Source: an optimization exercise on an open RTL-to-GDS flow (aim: small area, a short achievable clock period and few clock cycles). Production flows keep margins and buffers that such runs may drop.
At most, simulation tests tie the RTL to the original design; equivalence was not proved.
Power and IR drop assume default switching activity.

== yarrow ==
Design tfacc_rd_burst, start of the top module:
module tfacc_rd_burst
#(
   parameter int NENT = 15
)(
   input  logic         clk,
   input  logic         xrst,
   input  logic         cmd_valid,
   output logic         cmd_ready,
   input  logic [39:0]  cmd_adr,
   input  logic [19:0]  cmd_len,
   output logic         busy,
   output logic         done,
   output logic         err,
   output logic [3:0]   M00_AXI_ARID,
   output logic [39:0]  M00_AXI_ARADDR,
   output logic [7:0]   M00_AXI_ARLEN,
   output logic [2:0]   M00_AXI_ARSIZE,
   output logic [1:0]   M00_AXI_ARBURST,
   output logic         M00_AXI_ARVALID,
   input  logic         M00_AXI_ARREADY,
   input  logic [127:0] M00_AXI_RDATA,
   input  logic [1:0]   M00_AXI_RRESP,
   input  logic         M00_AXI_RLAST,
   input  logic         M00_AXI_RVALID,
   output logic         M00_AXI_RREADY,
   output logic [127:0] od,
   output logic         ovalid,
   input  logic         oready,
   output logic         olast
);
   localparam int CAP = NENT + 1;
   localparam int KW  = $clog2(CAP + 1);
   logic          s_idle, s_c1, s_c2, s_wait, s_ar, s_drain;
   logic          r_busy;
   logic [39:4]   r_adr;        
   logic [19:0]   r_rem;        
   logic [4:0]    r_m5;         
   logic [3:0]    r_m4;         
   logic          r_le16;       
   logic          r_pg;         
   logic [4:0]    r_b5;         
   logic [3:0]    r_b4;         
   logic [4:0]    r_blen;       
   logic [3:0]    r_arlen;      
   logic          r_islast;     
   logic          r_cross;      
   logic          r_alliss;     
   logic [KW-1:0] r_credit;     
   logic [CAP-1:0] r_bo;        
   logic          r_done;
   logic          r_err;
  ...
Size: about 4300 cells after synthesis, roughly 2200 flip-flops, roughly 390 I/O pins, ~79000 µm² of cells after synthesis.
clock: 7.0 ns
lec_check: 0
abc_clock_period_in_ps: 2000
cap_margin: 20
core_margin: 2
core_utilization: 70
cts_cluster_diameter: 100
cts_cluster_size: 25
setup_slack_margin: 3.8
slew_margin: 20
standard.sh (not shown) runs the stock make flow with config.mk's settings and CLKGATE_MAP_FILE= SYNTH_SCRIPT=/design/flow/synth_recipe.tcl, a recipe that flattens the netlist after the stock synthesis.
==> flow/flow/run.sh <==
#!/bin/bash
# Standard layout with two changes:
#  - port buffers are buf_1 cells (the standard flow's pick, clkdlybuf4s50_1, is larger);
#  - after placement, each output port's buffer is moved next to the register driving it, so
#    the register drives a short wire and the buffer drives the wire to the pin.
# Each tool's output goes to a log file of its own in this folder.
set -euo pipefail
W=$(pwd)
R=$W/orfs/results/${FLOW_PLATFORM}/tfacc_rd_burst/base
PB="BUFFER_PORTS_ARGS=-buffer_cell sky130_fd_sc_hd__buf_1"
bash standard.sh place "$PB" > flow_1_place.log 2>&1
MOVE_ODB=$R/3_place.odb openroad -no_init -exit flow/move_obuf.tcl > flow_2_move_obuf.log 2>&1
bash standard.sh finish "$PB" > flow_3_finish.log 2>&1
==> flow/flow/move_obuf.tcl <==
# Move each output port's buffer next to the register that drives it, so the register
# drives a short wire and the (stronger) buffer drives the long wire to the pin.
set odb $::env(MOVE_ODB)
read_db $odb
set block [ord::get_db_block]
set n 0
foreach bterm [$block getBTerms] {
  if {[$bterm getIoType] ne "OUTPUT"} { continue }
  set net [$bterm getNet]
  if {$net eq "NULL" || $net eq ""} { continue }
  set buf ""
  foreach it [$net getITerms] { if {[$it isOutputSignal]} { set buf [$it getInst] } }
  if {$buf eq ""} { continue }
  if {![string match "*buf*" [[$buf getMaster] getName]]} { continue }
  set a [$buf findITerm A]
  if {$a eq "NULL" || $a eq ""} { continue }
  set innet [$a getNet]
  set drv ""
  foreach it [$innet getITerms] { if {[$it isOutputSignal]} { set drv [$it getInst] } }
  if {$drv eq ""} { continue }
  if {![string match "*df*" [[$drv getMaster] getName]]} { continue }
  set loc [$drv getLocation]
  $buf setLocation [lindex $loc 0] [lindex $loc 1]
  incr n
}
puts "moved $n output buffers"
detailed_placement
check_placement
write_db $odb
yarrow reached the end of the flow, and the finished layout is clean on the timing, DRC and antenna checks.
Testbench counts of yarrow, summed over its fixed seeds: cycles 303,354.
## Diff of input files: indigo against yarrow
Settings: SETUP_SLACK_MARGIN changed from 3.8 to 4.5.
### Flow results
- Looking at the reports, yarrow completed the entire flow and the layout it produced met the timing, DRC and antenna checks.
- indigo | status: complete | timing, DRC, antenna: pass
- Endpoint arrival time on the critical path down 0.39 ns in indigo wrt yarrow
- indigo: fmax is 0.046 GHz higher than what yarrow reported.
- Going from yarrow to indigo, number of filler instances in the final layout lower, power per cell area moved down, final-layout clock buffer total now larger, via count of the first global-routing pass shows an increase of 537, internal power of the cells moved up.
- Count of instances resized after the clock tree is built: higher on indigo
- First-iteration DRC count, indigo vs yarrow: up by a few percent
- yarrow -> indigo: routed wire length per instance increased slightly
What fjord does differently from indigo at the input level:
Settings: CORE_UTILIZATION: 70 -> 80.
### Flow results
Number of antenna violations at the first check in global routing for fjord: 23% up relative to indigo. Cell depth of the worst flop-to-flop path in fjord is 4 above indigo. [fjord vs indigo] worst endpoint data arrival time: higher in fjord.
### fjord -> juniper
Settings: changing CORE_UTILIZATION from 80 to 70.
==> flow/run.sh (new file) <==
#!/bin/bash
# synth_recipe.tcl (not shown) runs the flow's synth.tcl, then flattens the netlist and writes it again
# the make line also repeats each setting of config.mk as NAME=value (left out here)
make -C /OpenROAD-flow-scripts/flow DESIGN_CONFIG=/design/flow/config.mk WORK_HOME=/design/flow/orfs CLKGATE_MAP_FILE= SYNTH_SCRIPT=/design/flow/synth_recipe.tcl finish
removed: flow/flow/run.sh
removed: flow/flow/move_obuf.tcl
removed: flow/standard.sh
## What came out
Termination of the worst setup path: od[24] -> juniper, M00_AXI_ARADDR[31] -> fjord. Against fjord, juniper reports a total power divided by cell area that is lower. Between juniper and fjord, the difference in flop-to-flop setup slack is negligible. Against fjord, via count in juniper came out better.

tfacc_rd_burst, a different RTL version from the one above (not shown whole).
Size: ~4600 cells after synthesis, roughly 79000 µm² of cells after synthesis.
export LEC_CHECK = 0
export ABC_CLOCK_PERIOD_IN_PS = 2000
export CAP_MARGIN = 20
export CORE_MARGIN = 2
export CORE_UTILIZATION = 70
export CTS_CLUSTER_DIAMETER = 100
export CTS_CLUSTER_SIZE = 25
export SETUP_SLACK_MARGIN = 4.6
export SLEW_MARGIN = 20
create_clock -name core_clock -period 7.0 [get_ports {clk}]
==> flow/flow/run.sh <==
#!/bin/bash
# Standard layout with two changes:
#  - port buffers are buf_1 cells (the standard flow's pick, clkdlybuf4s50_1, is larger);
#  - after placement, each output port's buffer is moved next to the register driving it, so
#    the register drives a short wire and the buffer drives the wire to the pin.
# Each tool's output goes to a log file of its own in this folder.
set -euo pipefail
W=$(pwd)
R=$W/orfs/results/${FLOW_PLATFORM}/tfacc_rd_burst/base
PB="BUFFER_PORTS_ARGS=-buffer_cell sky130_fd_sc_hd__buf_1"
bash standard.sh place "$PB" > flow_1_place.log 2>&1
MOVE_ODB=$R/3_place.odb openroad -no_init -exit flow/move_obuf.tcl > flow_2_move_obuf.log 2>&1
bash standard.sh finish "$PB" > flow_3_finish.log 2>&1
==> flow/flow/move_obuf.tcl <==
# Move each output port's buffer next to the register that drives it, so the register
# drives a short wire and the (stronger) buffer drives the long wire to the pin.
set odb $::env(MOVE_ODB)
read_db $odb
set block [ord::get_db_block]
set n 0
foreach bterm [$block getBTerms] {
  if {[$bterm getIoType] ne "OUTPUT"} { continue }
  set net [$bterm getNet]
  if {$net eq "NULL" || $net eq ""} { continue }
  set buf ""
  foreach it [$net getITerms] { if {[$it isOutputSignal]} { set buf [$it getInst] } }
  if {$buf eq ""} { continue }
  if {![string match "*buf*" [[$buf getMaster] getName]]} { continue }
  set a [$buf findITerm A]
  if {$a eq "NULL" || $a eq ""} { continue }
  set innet [$a getNet]
  set drv ""
  foreach it [$innet getITerms] { if {[$it isOutputSignal]} { set drv [$it getInst] } }
  if {$drv eq ""} { continue }
  if {![string match "*df*" [[$drv getMaster] getName]]} { continue }
  set loc [$drv getLocation]
  $buf setLocation [lindex $loc 0] [lindex $loc 1]
  incr n
}
puts "moved $n output buffers"
detailed_placement
check_placement
write_db $odb
The first run finished with timing, DRC and antenna clean.
Testbench counts at the start, summed over its fixed seeds: cycles 303,354.
Next try:
==> flow/flow/run.sh (replaced) <==
#!/bin/bash
# Standard layout, except that port buffers are buf_1 cells (the standard flow's pick,
# clkdlybuf4s50_1, is larger); timing repair resizes them where needed.
# Each tool's output goes to a log file of its own in this folder.
set -euo pipefail
W=$(pwd)
R=$W/orfs/results/${FLOW_PLATFORM}/tfacc_rd_burst/base
PB="BUFFER_PORTS_ARGS=-buffer_cell sky130_fd_sc_hd__buf_1"
bash standard.sh finish "$PB" > flow_standard.log 2>&1
- SETUP_SLACK_MARGIN: 4.6 -> 4.5
removed: flow/flow/move_obuf.tcl
- final cell count stays flat
- die area stays the same
- synthesized cell count does not change
- wire length falls by about 2.2%
- cell area falls by about 0.6%
- global-route usage falls by 0.57 points
- register-to-register slack degrades by 100 ps
- power barely changes
- clock skew rises by 25 ps
Next try:
==> flow/flow/run.sh (replaced) <==
#!/bin/bash
# Standard layout with two changes:
#  - port buffers are buf_1 cells (the standard flow's pick, clkdlybuf4s50_1, is larger);
#  - after placement, each output port's buffer is moved next to the register driving it, so
#    the register drives a short wire and the buffer drives the wire to the pin.
# Each tool's output goes to a log file of its own in this folder.
set -euo pipefail
W=$(pwd)
R=$W/orfs/results/${FLOW_PLATFORM}/tfacc_rd_burst/base
PB="BUFFER_PORTS_ARGS=-buffer_cell sky130_fd_sc_hd__buf_1"
bash standard.sh place "$PB" > flow_1_place.log 2>&1
MOVE_ODB=$R/3_place.odb openroad -no_init -exit flow/move_obuf.tcl > flow_2_move_obuf.log 2>&1
bash standard.sh finish "$PB" > flow_3_finish.log 2>&1
==> flow/flow/move_obuf.tcl (new file) <==
# Move each output port's buffer next to the register that drives it, so the register
# drives a short wire and the (stronger) buffer drives the long wire to the pin.
set odb $::env(MOVE_ODB)
read_db $odb
set block [ord::get_db_block]
set n 0
foreach bterm [$block getBTerms] {
  if {[$bterm getIoType] ne "OUTPUT"} { continue }
  set net [$bterm getNet]
  if {$net eq "NULL" || $net eq ""} { continue }
  set buf ""
  foreach it [$net getITerms] { if {[$it isOutputSignal]} { set buf [$it getInst] } }
  if {$buf eq ""} { continue }
  if {![string match "*buf*" [[$buf getMaster] getName]]} { continue }
  set a [$buf findITerm A]
  if {$a eq "NULL" || $a eq ""} { continue }
  set innet [$a getNet]
  set drv ""
  foreach it [$innet getITerms] { if {[$it isOutputSignal]} { set drv [$it getInst] } }
  if {$drv eq ""} { continue }
  if {![string match "*df*" [[$drv getMaster] getName]]} { continue }
  set loc [$drv getLocation]
  $buf setLocation [lindex $loc 0] [lindex $loc 1]
  incr n
}
puts "moved $n output buffers"
detailed_placement
check_placement
write_db $odb
- SETUP_SLACK_MARGIN: 4.5 -> 4.35
=> The changed run finished clean. Power falls by about 0.35%. Via count stays flat. Cell area shrinks by 1.7%.

The RTL this note starts from:
==> flow/design.v <==
package tfacc_pkg;
   typedef logic [127:0] u128_t;
   localparam logic [2:0] AXI_SIZE_16B   = 3'b100;
   localparam logic [1:0] AXI_BURST_INCR = 2'b01;
endpackage
module tfacc_rfifo
#(
   parameter  int DEPTH = 32,
   localparam int CW    = $clog2(DEPTH + 1)
)(
   input  logic          clk,
   input  logic          xrst,
   input  logic          i_wr_vld,
   input  logic [128:0]  i_wr_dat,
   output logic          o_vld,
   output logic [128:0]  o_dat,
   input  logic          i_rdy
);
   logic [128:0]     r_mem [0:DEPTH-1];
   logic [DEPTH-1:0] r_wptr;
   logic [DEPTH-1:0] r_rptr;
   logic [CW-1:0]    r_cnt;
   logic             r_ne;
   logic             w_ld;
   logic             w_rd;
   logic [128:0]     w_head;
   assign w_ld = !o_vld || i_rdy;
   assign w_rd = r_ne && w_ld;
   always_comb begin
      w_head = '0;
      for (int i = 0; i < DEPTH; i++) w_head = w_head | (r_mem[i] & {129{r_rptr[i]}});
   end
   always_ff @(posedge clk) begin
      if (!xrst) begin
         r_wptr <= DEPTH'(1);
         r_rptr <= DEPTH'(1);
         r_cnt  <= '0;
         r_ne   <= 1'b0;
         o_vld  <= 1'b0;
      end else begin
         if (i_wr_vld) r_wptr <= {r_wptr[DEPTH-2:0], r_wptr[DEPTH-1]};
         if (w_rd)     r_rptr <= {r_rptr[DEPTH-2:0], r_rptr[DEPTH-1]};
         case ({i_wr_vld, w_rd})
            2'b10: begin
               r_cnt <= r_cnt + CW'(1);
               r_ne  <= 1'b1;
            end
            2'b01: begin
               r_cnt <= r_cnt - CW'(1);
               r_ne  <= (r_cnt != CW'(1));
            end
            default: ;
         endcase
         if (w_ld) o_vld <= r_ne;
      end
   end
   always_ff @(posedge clk) begin
      if (w_ld) o_dat <= w_head;
   end
   always_ff @(posedge clk) begin
      for (int i = 0; i < DEPTH; i++)
         if (i_wr_vld && r_wptr[i]) r_mem[i] <= i_wr_dat;
   end
endmodule
module tfacc_rd_burst
#(
   parameter int NENT = 15
)(
   input  logic         clk,
   input  logic         xrst,
   input  logic         cmd_valid,
   output logic         cmd_ready,
   input  logic [39:0]  cmd_adr,
   input  logic [19:0]  cmd_len,
   output logic         busy,
   output logic         done,
   output logic         err,
   output logic [3:0]   M00_AXI_ARID,
   output logic [39:0]  M00_AXI_ARADDR,
   output logic [7:0]   M00_AXI_ARLEN,
   output logic [2:0]   M00_AXI_ARSIZE,
   output logic [1:0]   M00_AXI_ARBURST,
   output logic         M00_AXI_ARVALID,
   input  logic         M00_AXI_ARREADY,
   input  logic [127:0] M00_AXI_RDATA,
   input  logic [1:0]   M00_AXI_RRESP,
   input  logic         M00_AXI_RLAST,
   input  logic         M00_AXI_RVALID,
   output logic         M00_AXI_RREADY,
   output logic [127:0] od,
   output logic         ovalid,
   input  logic         oready,
   output logic         olast
);
   localparam int CAP = NENT + 1;
   localparam int KW  = $clog2(CAP + 2);
   logic          s_idle, s_calc, s_wait, s_ar, s_drain;
   logic [39:4]   r_adr;        
   logic [19:0]   r_rem;        
   logic [4:0]    r_blen;       
   logic [3:0]    r_arlen;      
   logic          r_alliss;     
   logic [KW-1:0] r_credit;     
   logic [KW-1:0] r_bo;         
   logic          r_popq;       
   logic          r_done;
   logic          r_err;
   logic          w_hs;
   logic          w_pop;
   logic [KW-1:0] w_cred;
   logic          w_ok0;
   logic          w_ok1;
   logic          w_res;
   logic          w_wr;
   logic          w_tag;
   logic          w_islast;
   logic [128:0]  w_odat;
   function automatic logic [4:0] f_blen(input logic [11:4] a, input logic [19:0] r);
      logic [4:0] m;
      logic [4:0] b;
      m = (r[19:4] != '0) ? 5'd16 : {1'b0, r[3:0]};
      b = 5'd16 - {1'b0, a[7:4]};
      f_blen = ((a[11:8] == 4'hF) && (b < m)) ? b : m;
   endfunction
   function automatic logic [3:0] f_arlen(input logic [11:4] a, input logic [19:0] r);
      logic [3:0] m;
      logic [3:0] b;
      m = (r[19:4] != '0) ? 4'd15 : (r[3:0] - 4'd1);
      b = 4'd15 - a[7:4];
      f_arlen = ((a[11:8] == 4'hF) && (b < m)) ? b : m;
   endfunction
   assign w_hs     = s_ar && M00_AXI_ARREADY;
   assign w_pop    = ovalid && oready;
   assign w_cred   = r_credit + KW'(r_popq);
   assign w_ok0    = (w_cred >= KW'(r_blen));
   assign w_ok1    = ((w_cred + KW'(1)) >= KW'(r_blen));
   assign w_res    = s_wait && (w_ok0 || (w_pop && w_ok1));
   assign w_islast = (r_rem == 20'(r_blen));
   assign w_wr     = M00_AXI_RVALID && (r_bo != '0);
   assign w_tag    = M00_AXI_RLAST && r_alliss && (r_bo == KW'(1));
   assign cmd_ready       = s_idle;
   assign busy            = !s_idle;
   assign done            = r_done;
   assign err             = r_err;
   assign M00_AXI_ARID    = 4'd0;
   assign M00_AXI_ARADDR  = {r_adr, 4'd0};
   assign M00_AXI_ARLEN   = {4'd0, r_arlen};
   assign M00_AXI_ARSIZE  = tfacc_pkg::AXI_SIZE_16B;
   assign M00_AXI_ARBURST = tfacc_pkg::AXI_BURST_INCR;
   assign M00_AXI_ARVALID = s_ar;
   assign M00_AXI_RREADY  = 1'b1;
   assign od              = w_odat[127:0];
   assign olast           = w_odat[128];
   tfacc_rfifo #(
      .DEPTH(NENT)
   ) u_rfifo (
      .clk      (clk),
      .xrst     (xrst),
      .i_wr_vld (w_wr),
      .i_wr_dat ({w_tag, M00_AXI_RDATA}),
      .o_vld    (ovalid),
      .o_dat    (w_odat),
      .i_rdy    (oready)
   );
   always_ff @(posedge clk) begin
      if (!xrst) begin
         s_idle   <= 1'b1;
         s_calc   <= 1'b0;
         s_wait   <= 1'b0;
         s_ar     <= 1'b0;
         s_drain  <= 1'b0;
         r_alliss <= 1'b0;
         r_credit <= KW'(CAP);
         r_bo     <= '0;
         r_popq   <= 1'b0;
         r_done   <= 1'b0;
         r_err    <= 1'b0;
      end else begin
         r_done   <= 1'b0;
         r_popq   <= w_pop;
         r_credit <= w_res ? (w_cred - KW'(r_blen)) : w_cred;
         case ({w_hs, w_wr && M00_AXI_RLAST})
            2'b10:   r_bo <= r_bo + KW'(1);
            2'b01:   r_bo <= r_bo - KW'(1);
            default: ;
         endcase
         if (w_wr && (M00_AXI_RRESP != 2'b00)) r_err <= 1'b1;
         if (s_idle && cmd_valid) begin
            s_idle   <= 1'b0;
            s_calc   <= 1'b1;
            r_err    <= 1'b0;
            r_alliss <= 1'b0;
         end
         if (s_calc) begin
            s_calc <= 1'b0;
            if (r_rem == '0) begin
               r_done <= 1'b1;
               s_idle <= 1'b1;
            end else begin
               s_wait <= 1'b1;
            end
         end
         if (w_res) begin
            s_wait <= 1'b0;
            s_ar   <= 1'b1;
         end
         if (w_hs) begin
            s_ar     <= 1'b0;
            s_calc   <= !w_islast;
            s_drain  <= w_islast;
            r_alliss <= w_islast;
         end
         if (s_drain && w_pop && olast) begin
            s_drain <= 1'b0;
            s_idle  <= 1'b1;
            r_done  <= 1'b1;
         end
      end
   end
   always_ff @(posedge clk) begin
      if (s_idle) begin
         r_adr <= cmd_adr[39:4];
         r_rem <= cmd_len;
      end else if (w_hs) begin
         r_adr <= r_adr + 36'(r_blen);
         r_rem <= r_rem - 20'(r_blen);
      end
      if (s_calc) begin
         r_blen  <= f_blen(r_adr[11:4], r_rem);
         r_arlen <= f_arlen(r_adr[11:4], r_rem);
      end
   end
endmodule
clock: 7.0 ns
lec_check: 0
cap_margin: 20
core_margin: 2
core_utilization: 40
slew_margin: 20
run.sh (not shown) runs the stock make flow with config.mk's settings and CLKGATE_MAP_FILE= SYNTH_SCRIPT=/design/flow/synth_recipe.tcl, a recipe that flattens the netlist after the stock synthesis.
Stock flow here: none of the scripts above is used.
Next try:
Settings changed: ABC_CLOCK_PERIOD_IN_PS from default to 2000, CORE_UTILIZATION 40 to 55, SETUP_SLACK_MARGIN from default to 4.0.
Effect: Via count went up slightly; worst setup slack gains 0.79 ns; hold slack degrades by 0.023 ns; register-to-register slack improved by 0.72 ns; global-route usage rose by 8.2 points; clock skew is about the same; design area barely changes; core utilization increases by 18 points; maximum frequency goes up by a quarter to a third; synthesized area is unchanged; sequential power barely changes.
No run of this note included a check of the RTL's function; only the layout flow was run.

[separate check: timing with driven ports]
How much do the figures lean on ideal ports? The routed layouts below were timed once more, with nothing changed but the port constraints. Step 1 sets driving cells, clkbuf_16 on the clock port and buf_2 on the other inputs (assumed; they add their load-dependent delay and slew). Step 2 times the ports against the registers' clock, not the clock port: input delays grow and output delays shrink by t, the midpoint of the rising clock arrivals with the driver on. Three values: no drivers, after step 1, after step 2; two values: the first two.
| run | shift t [ns] | setup slack, ns | worst setup path at the end |
|---|---|---|---|
| yarrow | 0.786 | 3.887 / 3.810 / 3.312 | input to register |
| indigo | 0.802 | 4.276 / 4.194 / 3.783 | input to register |
| fjord | 0.806 | 4.241 / 4.158 / 3.852 | input to register |
| juniper | 0.781 | 4.115 / 4.038 / 3.707 | input to register |
| the first run of note 2 | 0.794 | 4.374 / 4.293 / 3.825 | input to register |
| the second run of note 2 | 0.816 | 4.309 / 4.228 / 3.713 | input to register |
| the third run of note 2 | 0.815 | 4.285 / 4.202 / 3.575 | input to register |
| the first run of note 3 | 0.934 | 3.100 / 3.061 / 2.127 | input to register |
| the second run of note 3 | 0.919 | 3.890 / 3.895 / 3.018 | input to register |
After both steps setup and hold are still met in every run listed. For the first run of note 3, which loses most, drivers alone change the setup slack by -0.039 ns; drivers and shift together by -0.973 ns.
